Background: an optimization exercise with open tools, aiming at small area. Do not read the settings as production practice. Only simulation tests tie the RTL to the original design; equivalence was not proved. Power is estimated from default activity; no workload was simulated.

==> 03-10 <==
==> flow/design.v <==
module decode_pipe (
  input  logic        i_clk,
  input  logic        i_rst,
  input  logic        i_valid_IF,
  input  logic [31:0] i_instr,
  input  logic [31:0] i_addr_IncrePC,
  input  logic        i_stall_EX,
  input  logic        i_flush,
  input  logic        i_wb_en,
  input  logic [4:0]  i_wb_addr,
  input  logic [31:0] i_wb_data,
  output logic        o_stall_IF,
  output logic        o_valid_EX,
  output logic [31:0] o_data_Rs,
  output logic [31:0] o_data_Rt,
  output logic [31:0] o_data_SignExt,
  output logic [31:0] o_addr_IncrePC,
  output logic [4:0]  o_rs,
  output logic [4:0]  o_rt,
  output logic [4:0]  o_rd,
  output logic        o_con_WrBack,
  output logic        o_con_MemRd,
  output logic        o_con_MemWr,
  output logic        o_con_Branch,
  output logic        o_con_Jump,
  output logic        o_con_AluSrc,
  output logic [3:0]  o_con_AluOp,
  output logic        o_illegal
);
  localparam logic [3:0] C_NONE  = 4'd0;
  localparam logic [3:0] C_ADD   = 4'd1;
  localparam logic [3:0] C_SUB   = 4'd2;
  localparam logic [3:0] C_AND   = 4'd3;
  localparam logic [3:0] C_OR    = 4'd4;
  localparam logic [3:0] C_SLT   = 4'd5;
  localparam logic [3:0] C_RILL  = 4'd6;
  localparam logic [3:0] C_LW    = 4'd7;
  localparam logic [3:0] C_SW    = 4'd8;
  localparam logic [3:0] C_BEQ   = 4'd9;
  localparam logic [3:0] C_ADDI  = 4'd10;
  localparam logic [3:0] C_ANDI  = 4'd11;
  localparam logic [3:0] C_ORI   = 4'd12;
  localparam logic [3:0] C_J     = 4'd13;
  localparam logic [3:0] C_OPILL = 4'd14;
  logic [5:0]  opcode;
  logic [5:0]  funct;
  logic [4:0]  rs;
  logic [4:0]  rt;
  logic        uses_rt;
  logic [3:0]  cls_dec;
  logic [3:0]  cls_q;
  logic        rtype_q;
  logic        ext_q;
  logic [15:0] imm_q;
  logic [31:0] rs_val;
  logic [31:0] rt_val;
  logic        hazard;
  logic [31:0] regs [1:31];
  logic [31:1] vld;
  logic [31:1] wr_hit;
  logic        byp_s;
  logic        byp_t;
  logic [31:0] sel_s;
  logic [31:0] sel_t;
  assign opcode = i_instr[31:26];
  assign rs     = i_instr[25:21];
  assign rt     = i_instr[20:16];
  assign funct  = i_instr[5:0];
  always_comb begin
    uses_rt = 1'b0;
    case (opcode)
      6'h00: begin
        uses_rt = 1'b1;
        case (funct)
          6'h20:   cls_dec = C_ADD;
          6'h22:   cls_dec = C_SUB;
          6'h24:   cls_dec = C_AND;
          6'h25:   cls_dec = C_OR;
          6'h2A:   cls_dec = C_SLT;
          default: cls_dec = C_RILL;
        endcase
      end
      6'h23: cls_dec = C_LW;
      6'h2B: begin cls_dec = C_SW;  uses_rt = 1'b1; end
      6'h04: begin cls_dec = C_BEQ; uses_rt = 1'b1; end
      6'h08: cls_dec = C_ADDI;
      6'h0C: cls_dec = C_ANDI;
      6'h0D: cls_dec = C_ORI;
      6'h02: cls_dec = C_J;
      default: cls_dec = C_OPILL;
    endcase
  end
  always_comb begin
    for (int r = 1; r < 32; r++) wr_hit[r] = i_wb_en && (i_wb_addr == 5'(r));
  end
  always_ff @(posedge i_clk) begin
    for (int r = 1; r < 32; r++)
      if (wr_hit[r]) regs[r] <= i_wb_data;
  end
  always_ff @(posedge i_clk or posedge i_rst) begin
    if (i_rst) vld <= '0;
    else       vld <= vld | wr_hit;
  end
  assign byp_s = i_wb_en && (i_wb_addr != 5'd0) && (i_wb_addr == rs);
  assign byp_t = i_wb_en && (i_wb_addr != 5'd0) && (i_wb_addr == rt);
  always_comb begin
    sel_s[0] = byp_s;
    sel_t[0] = byp_t;
    for (int r = 1; r < 32; r++) begin
      sel_s[r] = !byp_s && vld[r] && (rs == 5'(r));
      sel_t[r] = !byp_t && vld[r] && (rt == 5'(r));
    end
  end
  for (genvar b = 0; b < 32; b++) begin : g_rd
    logic [31:0] col;
    assign col[0] = i_wb_data[b];
    for (genvar r = 1; r < 32; r++) begin : g_col
      assign col[r] = regs[r][b];
    end
    rd_bit u_rs (.d(col), .s(sel_s), .q(rs_val[b]));
    rd_bit u_rt (.d(col), .s(sel_t), .q(rt_val[b]));
  end
  assign hazard = (cls_q == C_LW) && (o_rt != 5'd0) && i_valid_IF
                  && ((o_rt == rs) || (uses_rt && (o_rt == rt)));
  assign o_stall_IF = hazard || i_stall_EX;
  always_ff @(posedge i_clk or posedge i_rst) begin
    if (i_rst)                          cls_q <= C_NONE;
    else if (i_flush)                   cls_q <= C_NONE;
    else if (!i_stall_EX)               cls_q <= (hazard || !i_valid_IF) ? C_NONE : cls_dec;
  end
  always_ff @(posedge i_clk) begin
    if (!i_stall_EX) begin
      o_data_Rs      <= rs_val;
      o_data_Rt      <= rt_val;
      imm_q          <= i_instr[15:0];
      ext_q          <= i_instr[15] && !(opcode == 6'h0C || opcode == 6'h0D);
      o_addr_IncrePC <= i_addr_IncrePC;
      o_rs           <= rs;
      o_rt           <= rt;
    end
  end
  assign rtype_q        = (cls_q == C_ADD) || (cls_q == C_SUB) || (cls_q == C_AND)
                          || (cls_q == C_OR) || (cls_q == C_SLT) || (cls_q == C_RILL);
  assign o_rd           = rtype_q ? imm_q[15:11] : o_rt;
  assign o_data_SignExt = {{16{ext_q}}, imm_q};
  always_comb begin
    o_valid_EX   = (cls_q != C_NONE);
    o_con_WrBack = 1'b0;
    o_con_MemRd  = 1'b0;
    o_con_MemWr  = 1'b0;
    o_con_Branch = 1'b0;
    o_con_Jump   = 1'b0;
    o_con_AluSrc = 1'b0;
    o_con_AluOp  = 4'd0;
    o_illegal    = 1'b0;
    case (cls_q)
      C_ADD:   begin o_con_WrBack = 1'b1; end
      C_SUB:   begin o_con_WrBack = 1'b1; o_con_AluOp = 4'd1; end
      C_AND:   begin o_con_WrBack = 1'b1; o_con_AluOp = 4'd2; end
      C_OR:    begin o_con_WrBack = 1'b1; o_con_AluOp = 4'd3; end
      C_SLT:   begin o_con_WrBack = 1'b1; o_con_AluOp = 4'd4; end
      C_LW:    begin o_con_WrBack = 1'b1; o_con_MemRd = 1'b1; o_con_AluSrc = 1'b1; end
      C_SW:    begin o_con_MemWr = 1'b1; o_con_AluSrc = 1'b1; end
      C_BEQ:   begin o_con_Branch = 1'b1; o_con_AluOp = 4'd1; end
      C_ADDI:  begin o_con_WrBack = 1'b1; o_con_AluSrc = 1'b1; end
      C_ANDI:  begin o_con_WrBack = 1'b1; o_con_AluSrc = 1'b1; o_con_AluOp = 4'd2; end
      C_ORI:   begin o_con_WrBack = 1'b1; o_con_AluSrc = 1'b1; o_con_AluOp = 4'd3; end
      C_J:     begin o_con_Jump = 1'b1; end
      C_RILL, C_OPILL: begin o_illegal = 1'b1; end
      default: ;
    endcase
  end
endmodule
module rd_bit (
  input  logic [31:0] d,
  input  logic [31:0] s,
  output logic        q
);
  logic [9:0]  n;
  logic [2:0]  m;
  for (genvar g = 0; g < 10; g++) begin : g_aoi
    aoi222 u_aoi (.a1(d[3*g]), .a2(s[3*g]), .b1(d[3*g+1]), .b2(s[3*g+1]),
                  .c1(d[3*g+2]), .c2(s[3*g+2]), .y(n[g]));
  end
  nand4 u_n0 (.a(n[0]), .b(n[1]), .c(n[2]), .d(n[3]), .y(m[0]));
  nand4 u_n1 (.a(n[4]), .b(n[5]), .c(n[6]), .d(n[7]), .y(m[1]));
  rd_tail u_n2 (.n0(n[8]), .n1(n[9]), .a1(d[30]), .a2(s[30]), .b1(d[31]), .b2(s[31]),
               .y(m[2]));
  or3   u_o   (.a(m[0]), .b(m[1]), .c(m[2]), .y(q));
endmodule
module aoi222 (
  input  logic a1, a2, b1, b2, c1, c2,
  output logic y
);
  assign y = !((a1 && a2) || (b1 && b2) || (c1 && c2));
endmodule
module rd_tail (
  input  logic n0, n1, a1, a2, b1, b2,
  output logic y
);
  assign y = !(n0 && n1 && !((a1 && a2) || (b1 && b2)));
endmodule
module nand4 (
  input  logic a, b, c, d,
  output logic y
);
  assign y = !(a && b && c && d);
endmodule
module or3 (
  input  logic a, b, c,
  output logic y
);
  assign y = a || b || c;
endmodule
==> flow/run.sh <==
#!/bin/bash
# synth_recipe.tcl (not shown) runs the flow's synth.tcl, then flattens the netlist and writes it again
# the make line also repeats each setting of config.mk as NAME=value (left out here)
make -C /OpenROAD-flow-scripts/flow DESIGN_CONFIG=/design/flow/config.mk WORK_HOME=/design/flow/orfs CLKGATE_MAP_FILE= SYNTH_SCRIPT=/design/flow/synth_recipe.tcl finish
==> flow/config.mk <==
export PLATFORM = sky130hd
export DESIGN_NAME = decode_pipe
export DESIGN_NICKNAME = decode_pipe
export VERILOG_FILES = /design/flow/design.v
export SDC_FILE = /design/flow/constraint.sdc
export NUM_CORES = 4
export LEC_CHECK = 0
export CAP_MARGIN = 20
export CELL_PAD_IN_SITES_DETAIL_PLACEMENT = 1
export CELL_PAD_IN_SITES_GLOBAL_PLACEMENT = 2
export CORE_MARGIN = 2
export CORE_UTILIZATION = 30
export SLEW_MARGIN = 20
export SYNTH_HIERARCHICAL = 1
==> flow/constraint.sdc <==
create_clock -name core_clock -period 8.0 [get_ports {i_clk}]
set_input_delay 1.6000 -clock core_clock [delete_from_list [all_inputs] [get_ports {i_clk}]]
set_output_delay 1.6000 -clock core_clock [all_outputs]
set_load 0.01 [all_outputs]
==> 07-09: changes against 03-10 <==
--- a/flow/design.v
+++ b/flow/design.v
@@ -60,2 +60,7 @@
   logic [31:1] wr_hit;
+  logic [31:1] wr_hit_n;
+  logic [31:0] regs_d [1:31];
+  logic [122:0] idex_new;
+  logic [122:0] idex_q;
+  logic [122:0] idex_d;
   logic        byp_s;
@@ -95,5 +100,11 @@
   end
+  assign wr_hit_n = ~wr_hit;
+  for (genvar r = 1; r < 32; r++) begin : g_row
+    for (genvar b = 0; b < 32; b++) begin : g_bit
+      hold_mux u_hold (.ld(wr_hit[r]), .ld_n(wr_hit_n[r]), .d(i_wb_data[b]), .q(regs[r][b]),
+                       .y(regs_d[r][b]));
+    end
+  end
   always_ff @(posedge i_clk) begin
-    for (int r = 1; r < 32; r++)
-      if (wr_hit[r]) regs[r] <= i_wb_data;
+    for (int r = 1; r < 32; r++) regs[r] <= regs_d[r];
   end
@@ -130,12 +141,12 @@
   end
+  assign idex_new = {rs_val, rt_val, i_instr[15:0],
+                     i_instr[15] && !(opcode == 6'h0C || opcode == 6'h0D),
+                     i_addr_IncrePC, rs, rt};
+  assign idex_q   = {o_data_Rs, o_data_Rt, imm_q, ext_q, o_addr_IncrePC, o_rs, o_rt};
+  for (genvar b = 0; b < 123; b++) begin : g_idex
+    hold_mux u_hold (.ld(!i_stall_EX), .ld_n(i_stall_EX), .d(idex_new[b]), .q(idex_q[b]),
+                     .y(idex_d[b]));
+  end
   always_ff @(posedge i_clk) begin
-    if (!i_stall_EX) begin
-      o_data_Rs      <= rs_val;
-      o_data_Rt      <= rt_val;
-      imm_q          <= i_instr[15:0];
-      ext_q          <= i_instr[15] && !(opcode == 6'h0C || opcode == 6'h0D);
-      o_addr_IncrePC <= i_addr_IncrePC;
-      o_rs           <= rs;
-      o_rt           <= rt;
-    end
+    {o_data_Rs, o_data_Rt, imm_q, ext_q, o_addr_IncrePC, o_rs, o_rt} <= idex_d;
   end
@@ -214 +225,7 @@
 endmodule
+module hold_mux (
+  input  logic ld, ld_n, d, q,
+  output logic y
+);
+  assign y = (ld && d) || (ld_n && q);
+endmodule
==> flow/flow/run.sh (new file) <==
#!/bin/bash
# Standard layout with the smallest port buffers and a clock tree without
# dummy loads, built from clkbuf_4 buffers over clusters of at most 8
# flip-flops.
set -euo pipefail
bash standard.sh \
  "BUFFER_PORTS_ARGS=-buffer_cell sky130_fd_sc_hd__buf_1" \
  "CTS_ARGS=-sink_clustering_enable -repair_clock_nets -dont_use_dummy_load -sink_clustering_size 8 -sink_clustering_max_diameter 40 -buf_list {sky130_fd_sc_hd__clkbuf_4}" \
  finish > standard_flow.log 2>&1
==> flow/standard.sh (new file) <==
#!/bin/bash
# synth_recipe.tcl (not shown) runs the flow's synth.tcl, then flattens the netlist and writes it again
# the make line also repeats each setting of config.mk as NAME=value (left out here)
make -C /OpenROAD-flow-scripts/flow DESIGN_CONFIG=/design/flow/config.mk WORK_HOME=/design/flow/orfs CLKGATE_MAP_FILE= SYNTH_SCRIPT=/design/flow/synth_recipe.tcl "${@:-finish}"
--- a/flow/config.mk
+++ b/flow/config.mk
@@ -7,3 +7,3 @@
 export LEC_CHECK = 0
-export CAP_MARGIN = 20
+export CAP_MARGIN = 0
 export CELL_PAD_IN_SITES_DETAIL_PLACEMENT = 1
@@ -11,4 +11,4 @@
 export CORE_MARGIN = 2
-export CORE_UTILIZATION = 30
-export SLEW_MARGIN = 20
+export CORE_UTILIZATION = 45
+export SLEW_MARGIN = 0
 export SYNTH_HIERARCHICAL = 1
removed: flow/run.sh
==> summary of the runs <==
- 07-09 passed the timing, DRC and antenna checks. 03-10 produced a clean layout.
- Against 07-09, the final area of 03-10 is higher by 14%.
- Against 07-09, the area after synthesis of 03-10 is larger by about 2.7%.
- In 03-10 the cell count is lower than in 07-09, by 9.1%.
- In 07-09 the die area is smaller than in 03-10, by about 35%.
- Between 03-10 and 07-09, the lower first-iteration DRC count is in 03-10 (gap 27%, measured against 07-09).
- In 03-10 the combinational power is smaller than in 07-09, by about 50%.
- In 03-10 the critical path depth is lower than in 07-09, by 6.
- Global-route usage: 07-09 is higher than 03-10 (20 points).
- Between 07-09 and 03-10, the lower clock power is in 07-09 (gap 52%, measured against 03-10).
==> figures <==
| quantity | 03-10 | 07-09 |
|---|---|---|
| Result of the run | timing/DRC/antenna clean | timing/DRC/antenna clean |
| Die Ht | 390 um | 315 um |
| Gate Count Post-Synth | 2,433 | 3,601 |
| Startpoint of the worst-slack reg-to-reg timing path | vld[5] | vld[12] |
| Num rows | 141 | 114 |
| Die ar. | 152,000 um2 | 99,200 um2 |
| Power in sequential cells | 6.91 mW | 7.82 mW |
| Simple-gate share of the synthesized area | 0.0624 | 0.0651 |
| Number of clock-tree buffers in the layout | 156 | 178 |
| Static leakage power | 17.7 nW | 19.8 nW |
| Register fraction of the total cell area | 0.622 | 0.478 |
| Placed wire-length estimate after detailed placement | 107 mm | 132 mm |
| Top cell type's share of synthesized area | 0.749 | 0.513 |
| Total number of vias | 32,724 | 44,552 |
| First-pass GRT wire length | 264 mm | 320 mm |
| Seq pwr share | 0.491 | 0.618 |
| Reg2reg end | o_data_Rs[13] | o_data_Rs[26] |
| Count of warnings emitted by yosys | 8 | 10 |
| Number of flops mapped to enable cells by yosys | 1,115 | 0 |
| Number of CTS-inserted buffers | 132 | 178 |

## afterwards: timing with drivers on the ports
How much do the figures lean on ideal ports? The routed layouts below were timed once more, with nothing changed but the port constraints. Step 1 assumes that a clkbuf_16 drives the clock port and a buf_2 every other input. Step 2 times the ports against the registers' clock, not the clock port: input delays grow and output delays shrink by t, the midpoint of the rising clock arrivals with the driver on. Three values: no drivers, after step 1, after step 2; two values: the first two.
| run | t (ns) | setup WS [ns] | pins driven straight from the clock port |
|---|---|---|---|
| 03-10 | 0.845 | 2.444 / 2.412 / 1.723 | 1 |
| 07-09 | 1.220 | 2.715 / 2.756 / 1.536 | 1 |
After both steps setup and hold are still met in every run listed. For 07-09, which loses most, drivers alone change the setup slack by +0.041 ns; drivers and shift together by -1.179 ns.
